What follows belongs to an exercise in optimizing a design on an open flow for a short achievable clock period and few clock cycles per item; a production flow would make more cautious choices. In this exercise RTL edits were held to simulation tests only and were not proved equivalent to the original. Power and IR drop assume default switching activity.

==> 02-25: inputs <==
==> flow/design.v <==
`timescale 1ns / 1ps
`default_nettype none
package led_fb_pkg;
  localparam int MATRICES_DEFAULT = 4;
  localparam int ROWS             = 8;
  localparam logic [2:0] OP_SET_ROW     = 3'd0;
  localparam logic [2:0] OP_PIXEL_ON    = 3'd1;
  localparam logic [2:0] OP_PIXEL_OFF   = 3'd2;
  localparam logic [2:0] OP_BLINK_ROW   = 3'd3;
  localparam logic [2:0] OP_BLINK_PIXEL = 3'd4;
  localparam logic [2:0] OP_CLEAR       = 3'd5;
  localparam logic [2:0] OP_REFRESH     = 3'd6;
endpackage
`default_nettype wire
`timescale 1ns / 1ps
`default_nettype none
import led_fb_pkg::*;
module led_fb_datapath
#(
  parameter int BEATS = 2 * MATRICES_DEFAULT * ROWS
) (
  input  wire logic               clk,
  input  wire logic               load,
  input  wire logic [BEATS*8-1:0] picture,
  input  wire logic               shift,
  output logic [7:0]              head,
  output logic [7:0]              head1
);
  logic [7:0] data [BEATS];
  always_ff @(posedge clk) begin
    for (int j = 0; j < BEATS; j++) begin
      if (load) begin
        data[j] <= picture[j*8 +: 8];
      end else if (shift && (j < BEATS - 1)) begin
        data[j] <= data[(j < BEATS - 1) ? j + 1 : j];
      end
    end
  end
  assign head  = data[0];
  assign head1 = data[1];
endmodule
`default_nettype wire
`timescale 1ns / 1ps
`default_nettype none
import led_fb_pkg::*;
module led_fb_ctrl
#(
  parameter int MATRICES = MATRICES_DEFAULT
) (
  input  wire logic                  accept,
  input  wire logic [2:0]            operation,
  input  wire logic [1:0]            matrix,
  input  wire logic [3:0]            row,
  input  wire logic [3:0]            column,
  input  wire logic [7:0]            pattern,
  output logic [MATRICES*ROWS-1:0]   row_we,
  output logic [MATRICES-1:0]        mat_clr,
  output logic                       refresh,
  output logic [7:0]                 keep_a,
  output logic [7:0]                 set_a,
  output logic [7:0]                 keep_b,
  output logic [7:0]                 set_b
);
  logic       matrix_ok;
  logic       row_ok;
  logic       col_ok;
  logic       upd;
  logic [7:0] mask;
  assign matrix_ok = ({3'b000, matrix} < 5'(MATRICES));
  assign row_ok    = (row >= 4'd1) && (row <= 4'(ROWS));
  assign col_ok    = (column >= 4'd1) && (column <= 4'(ROWS));
  assign mask      = 8'b1 << 3'(column - 4'd1);
  always_comb begin
    upd    = 1'b0;
    keep_a = 8'hFF;
    set_a  = 8'h00;
    keep_b = 8'hFF;
    set_b  = 8'h00;
    case (operation)
      OP_SET_ROW: begin
        upd = row_ok;
        keep_a = 8'h00; set_a = pattern;
        keep_b = 8'h00; set_b = pattern;
      end
      OP_PIXEL_ON: begin
        upd = row_ok && col_ok;
        set_a = mask;
        set_b = mask;
      end
      OP_PIXEL_OFF: begin
        upd = row_ok && col_ok;
        keep_a = ~mask;
        keep_b = ~mask;
      end
      OP_BLINK_ROW: begin
        upd = row_ok;
        keep_a = 8'h00; set_a = pattern;
        keep_b = 8'h00;
      end
      OP_BLINK_PIXEL: begin
        upd = row_ok && col_ok;
        set_a = mask;
        keep_b = ~mask;
      end
      default: upd = 1'b0;
    endcase
  end
  always_comb begin
    for (int m = 0; m < MATRICES; m++) begin
      for (int r = 0; r < ROWS; r++) begin
        row_we[m*ROWS + r] = accept && upd && matrix_ok &&
                             (matrix == 2'(m)) && (row == 4'(r + 1));
      end
      mat_clr[m] = accept && (operation == OP_CLEAR) && (matrix == 2'(m));
    end
  end
  assign refresh = accept && (operation == OP_REFRESH);
endmodule
`default_nettype wire
`timescale 1ns / 1ps
`default_nettype none
import led_fb_pkg::*;
module led_matrix_blink_framebuffer
#(
  parameter int MATRICES = MATRICES_DEFAULT
) (
  input  wire logic       clk,
  input  wire logic       rst,
  input  wire logic       in_valid,
  output logic            in_stall,
  input  wire logic [2:0] operation,
  input  wire logic [1:0] matrix,
  input  wire logic [3:0] row,
  input  wire logic [3:0] column,
  input  wire logic [7:0] pattern,
  output logic            out_valid,
  input  wire logic       out_stall,
  output logic [1:0]      matrix_select,
  output logic [3:0]      digit_address,
  output logic [7:0]      row_data,
  output logic            phase,
  output logic            last
);
  localparam int MAT_W = (MATRICES > 1) ? $clog2(MATRICES) : 1;
  localparam int NROW  = MATRICES * ROWS;
  localparam int BEATS = 2 * NROW;
  localparam int BW    = 2 + 4 + 8 + 1 + 1;    
  logic                in_stall_q;
  logic                ref_q;
  logic                busy_q;
  logic                accept;
  logic [NROW-1:0]     d_we;
  logic [MATRICES-1:0] d_clr;
  logic                d_ref;
  logic [7:0]          d_keep_a, d_set_a, d_keep_b, d_set_b;
  assign in_stall = in_stall_q;
  assign accept   = in_valid && !(ref_q && busy_q) && !rst;
  led_fb_ctrl #(
    .MATRICES (MATRICES)
  ) u_decode (
    .accept    (accept),
    .operation (operation),
    .matrix    (matrix),
    .row       (row),
    .column    (column),
    .pattern   (pattern),
    .row_we    (d_we),
    .mat_clr   (d_clr),
    .refresh   (d_ref),
    .keep_a    (d_keep_a),
    .set_a     (d_set_a),
    .keep_b    (d_keep_b),
    .set_b     (d_set_b)
  );
  logic [NROW-1:0]     we_q;
  logic [MATRICES-1:0] clr_q;
  logic [7:0]          keep_a_q, set_a_q, keep_b_q, set_b_q;
  always_ff @(posedge clk) begin
    we_q     <= d_we;
    clr_q    <= d_clr | {MATRICES{rst}};
    ref_q    <= !rst && ref_next;
    keep_a_q <= d_keep_a;
    set_a_q  <= d_set_a;
    keep_b_q <= d_keep_b;
    set_b_q  <= d_set_b;
  end
  logic [7:0]         live_a [NROW];
  logic [7:0]         live_b [NROW];
  logic [BEATS*8-1:0] picture;
  always_ff @(posedge clk) begin
    for (int i = 0; i < NROW; i++) begin
      if (clr_q[i / ROWS]) begin
        live_a[i] <= 8'h00;
        live_b[i] <= 8'h00;
      end else if (we_q[i]) begin
        live_a[i] <= (live_a[i] & keep_a_q) | set_a_q;
        live_b[i] <= (live_b[i] & keep_b_q) | set_b_q;
      end
    end
  end
  always_comb begin
    for (int i = 0; i < NROW; i++) begin
      picture[i*8 +: 8]          = live_a[i];
      picture[(NROW + i)*8 +: 8] = live_b[i];
    end
  end
  logic snap;
  logic pop;
  logic rel;
  logic ref_next;
  logic busy_next;
  logic [7:0] head0;
  logic [7:0] head1;
  logic [7:0] head;
  logic       direct;
  logic       offset_q;
  assign snap      = ref_q && (!busy_q || rel);
  assign ref_next  = d_ref || (ref_q && !snap);
  assign busy_next = (busy_q && !rel) || snap;
  assign direct    = ref_q && !busy_q && !ov_q;
  assign head      = offset_q ? head1 : head0;
  led_fb_datapath #(
    .BEATS (BEATS)
  ) u_slot (
    .clk     (clk),
    .load    (snap),
    .picture (picture),
    .shift   (pop),
    .head    (head0),
    .head1   (head1)
  );
  always_ff @(posedge clk) begin
    if (rst) begin
      busy_q     <= 1'b0;
      in_stall_q <= 1'b0;
      offset_q   <= 1'b0;
    end else begin
      if (snap) begin
        offset_q <= direct;
      end
      busy_q     <= busy_next;
      in_stall_q <= ref_next && busy_next;
    end
  end
  logic [2:0]       row_c;
  logic [MAT_W-1:0] mat_c;
  logic             ph_c;
  logic             cnt_last;
  logic             pre_last;
  logic             sv_q;
  logic [BW-1:0]    beat;
  logic [BW-1:0]    s_beat;
  logic [BW-1:0]    o_beat;
  logic [BW-1:0]    h_beat;
  logic             ov_q;
  logic             out_free;
  logic             step;
  logic [BW-1:0]    beat0;
  assign pre_last = ph_c && (mat_c == MAT_W'(MATRICES - 1)) && (row_c == 3'(ROWS - 2));
  assign pop      = busy_q && !sv_q;
  assign rel      = pop && cnt_last;
  assign beat     = {2'(mat_c), {1'b0, row_c} + 4'd1, head, ph_c, cnt_last};
  assign beat0    = {2'd0, 4'd1, picture[7:0], 1'b0, 1'b0};
  assign step     = pop || direct;
  always_ff @(posedge clk) begin
    if (rst) begin
      row_c    <= '0;
      mat_c    <= '0;
      ph_c     <= 1'b0;
      cnt_last <= 1'b0;
    end else if (step) begin
      cnt_last <= pre_last;
      row_c    <= row_c + 3'd1;
      if (row_c == 3'(ROWS - 1)) begin
        if (mat_c == MAT_W'(MATRICES - 1)) begin
          mat_c <= '0;
          ph_c  <= !ph_c;
        end else begin
          mat_c <= mat_c + MAT_W'(1);
        end
      end
    end
  end
  assign out_free = !ov_q || !out_stall;
  always_ff @(posedge clk) begin
    if (rst) begin
      ov_q <= 1'b0;
      sv_q <= 1'b0;
    end else if (out_free) begin
      ov_q <= sv_q || pop || direct;
      sv_q <= 1'b0;
    end else if (pop) begin
      sv_q <= 1'b1;
    end
  end
  always_ff @(posedge clk) begin
    o_beat <= out_free ? (direct ? beat0 : sv_q ? s_beat : beat) : h_beat;
    h_beat <= out_free ? (direct ? beat0 : sv_q ? s_beat : beat) : o_beat;
    if (!out_free && pop) begin
      s_beat <= beat;
    end
  end
  assign out_valid = ov_q;
  assign {matrix_select, digit_address, row_data, phase, last} = o_beat;
endmodule
`default_nettype wire
==> flow/run.sh <==
#!/bin/bash
# synth_recipe.tcl (not shown) runs the flow's synth.tcl, then flattens the netlist and writes it again
# the make line also repeats each setting of config.mk as NAME=value (left out here)
make -C /OpenROAD-flow-scripts/flow DESIGN_CONFIG=/design/flow/config.mk WORK_HOME=/design/flow/orfs CLKGATE_MAP_FILE= SYNTH_SCRIPT=/design/flow/synth_recipe.tcl finish
==> flow/config.mk <==
export PLATFORM = sky130hd
export DESIGN_NAME = led_matrix_blink_framebuffer
export DESIGN_NICKNAME = led_matrix_blink_framebuffer
export VERILOG_FILES = /design/flow/design.v
export SDC_FILE = /design/flow/constraint.sdc
export NUM_CORES = 4
export LEC_CHECK = 0
export ABC_CLOCK_PERIOD_IN_PS = 1500
export CAP_MARGIN = 20
export CORE_MARGIN = 2
export CORE_UTILIZATION = 60
export CTS_CLUSTER_DIAMETER = 60
export CTS_CLUSTER_SIZE = 20
export SETUP_SLACK_MARGIN = 3.0
export SLEW_MARGIN = 20
==> flow/constraint.sdc <==
create_clock -name core_clock -period 5.0 [get_ports {clk}]
set_input_delay 1.0000 -clock core_clock [delete_from_list [all_inputs] [get_ports {clk}]]
set_output_delay 1.0000 -clock core_clock [all_outputs]
set_load 0.01 [all_outputs]
==> 05-18: changes against 02-25 <==
==> flow/design.v, changed modules only <==
module led_fb_datapath
#(
  parameter int BEATS = 2 * MATRICES_DEFAULT * ROWS
) (
  input  wire logic               clk,
  input  wire logic               load,
  input  wire logic [BEATS*8-1:0] picture,
  input  wire logic               shift,
  output logic [7:0]              head
);
  logic [7:0] data [BEATS];
  always_ff @(posedge clk) begin
    for (int j = 0; j < BEATS; j++) begin
      if (load) begin
        data[j] <= picture[j*8 +: 8];
      end else if (shift && (j < BEATS - 1)) begin
        data[j] <= data[(j < BEATS - 1) ? j + 1 : j];
      end
    end
  end
  assign head = data[0];
endmodule
module led_matrix_blink_framebuffer
#(
  parameter int MATRICES = MATRICES_DEFAULT
) (
  input  wire logic       clk,
  input  wire logic       rst,
  input  wire logic       in_valid,
  output logic            in_stall,
  input  wire logic [2:0] operation,
  input  wire logic [1:0] matrix,
  input  wire logic [3:0] row,
  input  wire logic [3:0] column,
  input  wire logic [7:0] pattern,
  output logic            out_valid,
  input  wire logic       out_stall,
  output logic [1:0]      matrix_select,
  output logic [3:0]      digit_address,
  output logic [7:0]      row_data,
  output logic            phase,
  output logic            last
);
  localparam int MAT_W = (MATRICES > 1) ? $clog2(MATRICES) : 1;
  localparam int NROW  = MATRICES * ROWS;
  localparam int BEATS = 2 * NROW;
  localparam int BW    = 2 + 4 + 8 + 1 + 1;    
  logic                in_stall_q;
  logic                accept;
  logic [NROW-1:0]     d_we;
  logic [MATRICES-1:0] d_clr;
  logic                d_ref;
  logic [7:0]          d_keep_a, d_set_a, d_keep_b, d_set_b;
  assign in_stall = in_stall_q;
  assign accept   = in_valid && !in_stall_q && !rst;
  led_fb_ctrl #(
    .MATRICES (MATRICES)
  ) u_decode (
    .accept    (accept),
    .operation (operation),
    .matrix    (matrix),
    .row       (row),
    .column    (column),
    .pattern   (pattern),
    .row_we    (d_we),
    .mat_clr   (d_clr),
    .refresh   (d_ref),
    .keep_a    (d_keep_a),
    .set_a     (d_set_a),
    .keep_b    (d_keep_b),
    .set_b     (d_set_b)
  );
  logic [NROW-1:0]     we_q;
  logic [MATRICES-1:0] clr_q;
  logic                ref_q;
  logic                rst_q;
  logic [7:0]          keep_a_q, set_a_q, keep_b_q, set_b_q;
  always_ff @(posedge clk) begin
    we_q     <= d_we;
    clr_q    <= d_clr;
    ref_q    <= !rst && ref_next;
    rst_q    <= rst;
    keep_a_q <= d_keep_a;
    set_a_q  <= d_set_a;
    keep_b_q <= d_keep_b;
    set_b_q  <= d_set_b;
  end
  logic [7:0]         live_a [NROW];
  logic [7:0]         live_b [NROW];
  logic [BEATS*8-1:0] picture;
  always_ff @(posedge clk) begin
    for (int i = 0; i < NROW; i++) begin
      if (rst_q || clr_q[i / ROWS]) begin
        live_a[i] <= 8'h00;
        live_b[i] <= 8'h00;
      end else if (we_q[i]) begin
        live_a[i] <= (live_a[i] & keep_a_q) | set_a_q;
        live_b[i] <= (live_b[i] & keep_b_q) | set_b_q;
      end
    end
  end
  always_comb begin
    for (int i = 0; i < NROW; i++) begin
      picture[i*8 +: 8]          = live_a[i];
      picture[(NROW + i)*8 +: 8] = live_b[i];
    end
  end
  logic snap;
  logic pop;
  logic rel;
  logic busy_q;
  logic ref_next;
  logic busy_next;
  logic [7:0] head;
  assign snap      = ref_q && (!busy_q || rel);
  assign ref_next  = d_ref || (ref_q && !snap);
  assign busy_next = (busy_q && !rel) || snap;
  led_fb_datapath #(
    .BEATS (BEATS)
  ) u_slot (
    .clk     (clk),
    .load    (snap),
    .picture (picture),
    .shift   (pop),
    .head    (head)
  );
  always_ff @(posedge clk) begin
    if (rst) begin
      busy_q     <= 1'b0;
      in_stall_q <= 1'b0;
    end else begin
      busy_q     <= busy_next;
      in_stall_q <= ref_next && busy_next;
    end
  end
  logic [2:0]       row_c;
  logic [MAT_W-1:0] mat_c;
  logic             ph_c;
  logic             cnt_last;
  logic             pre_last;
  logic             sv_q;
  logic [BW-1:0]    beat;
  logic [BW-1:0]    s_beat;
  logic [BW-1:0]    o_beat;
  logic             ov_q;
  logic             out_free;
  assign pre_last = ph_c && (mat_c == MAT_W'(MATRICES - 1)) && (row_c == 3'(ROWS - 2));
  assign pop      = busy_q && !sv_q;
  assign rel      = pop && cnt_last;
  assign beat     = {2'(mat_c), {1'b0, row_c} + 4'd1, head, ph_c, cnt_last};
  always_ff @(posedge clk) begin
    if (rst) begin
      row_c    <= '0;
      mat_c    <= '0;
      ph_c     <= 1'b0;
      cnt_last <= 1'b0;
    end else if (pop) begin
      cnt_last <= pre_last;
      row_c    <= row_c + 3'd1;
      if (row_c == 3'(ROWS - 1)) begin
        if (mat_c == MAT_W'(MATRICES - 1)) begin
          mat_c <= '0;
          ph_c  <= !ph_c;
        end else begin
          mat_c <= mat_c + MAT_W'(1);
        end
      end
    end
  end
  assign out_free = !ov_q || !out_stall;
  always_ff @(posedge clk) begin
    if (rst) begin
      ov_q <= 1'b0;
      sv_q <= 1'b0;
    end else if (out_free) begin
      ov_q <= sv_q || pop;
      sv_q <= 1'b0;
    end else if (pop) begin
      sv_q <= 1'b1;
    end
  end
  always_ff @(posedge clk) begin
    if (out_free) begin
      o_beat <= sv_q ? s_beat : beat;
    end
    if (!out_free && pop) begin
      s_beat <= beat;
    end
  end
  assign out_valid = ov_q;
  assign {matrix_select, digit_address, row_data, phase, last} = o_beat;
endmodule
==> run notes <==
| quantity | 02-25 | 05-18 |
|---|---|---|
| Diodes inserted | 2 | 0 |
| Share of the synthesized area in the top cell type | 35.46% | 37.17% |
| Clock group total power | 6.67 mW | 6.47 mW |
| Area fraction in compound gates after synthesis | 13.08% | 12.48% |
| Power Dens Cells | 353.2 mW/mm² | 352.4 mW/mm² |
| Static Leak | 18.03 nW | 15.56 nW |
| GR met1 Demand/Resource | 46.12% | 40.56% |
| Highest fanout seen on the critical path | 2 | 1 |
| Xor and xnor fraction of the mapped netlist area | 0.07556% | 0.05979% |
| Number of clock buffer instances in the layout | 110 | 104 |
| Outcome | timing/DRC/antenna clean | timing/DRC/antenna clean |
| Most frequent cell after synthesis | nand2_1 | dfxtp_1 |
| Synthesized netlist net count | 4946 | 3817 |
| Mapped Cells | 4915 | 3786 |
| Sequential element share of the synthesized area | 63.45% | 64.18% |
| WP data arrival | 1.10 ns | 1.15 ns |
| Simple-Gate Fraction of Synth Area | 18.56% | 6.084% |
| Max_slew headroom | 31.03% | 26.39% |
| Register bit total from synthesis | 1153 | 1137 |
Testbench counts of 02-25, summed over its fixed seeds: cycles 8,468, items 2,560.
Testbench counts of 05-18, summed over its fixed seeds: cycles 8,480, items 2,560.

[afterwards: timing with drivers on the ports]
The results above use ideal ports. As a check the final layouts listed here were re-extracted and re-timed, cells and wires unchanged.
Step 1 sets driving cells, clkbuf_16 on the clock port and buf_2 on the other inputs (assumed; they add their load-dependent delay and slew).
Step 2, shift: input delay + t, output delay - t, t = (earliest + latest rising clock arrival at the registers) / 2. This alone moves slack from input paths to output paths.
Slacks: ideal ports / drivers / drivers and shift; pairs: ideal ports / drivers.
| run | t (ns) | setup WS [ns] | slew at the worst register clock pin (ns) | cell pins on the clock port's net |
|---|---|---|---|---|
| 02-25 | 0.710 | 2.896 / 2.828 / 2.379 | 0.09 / 0.09 | 1 |
| 05-18 | 0.692 | 2.854 / 2.787 / 2.352 | 0.09 / 0.09 | 1 |
After both steps setup and hold are still met in every run listed. The setup slack of 02-25, which loses most, moves by -0.068 ns with the drivers and by -0.517 ns with both steps.
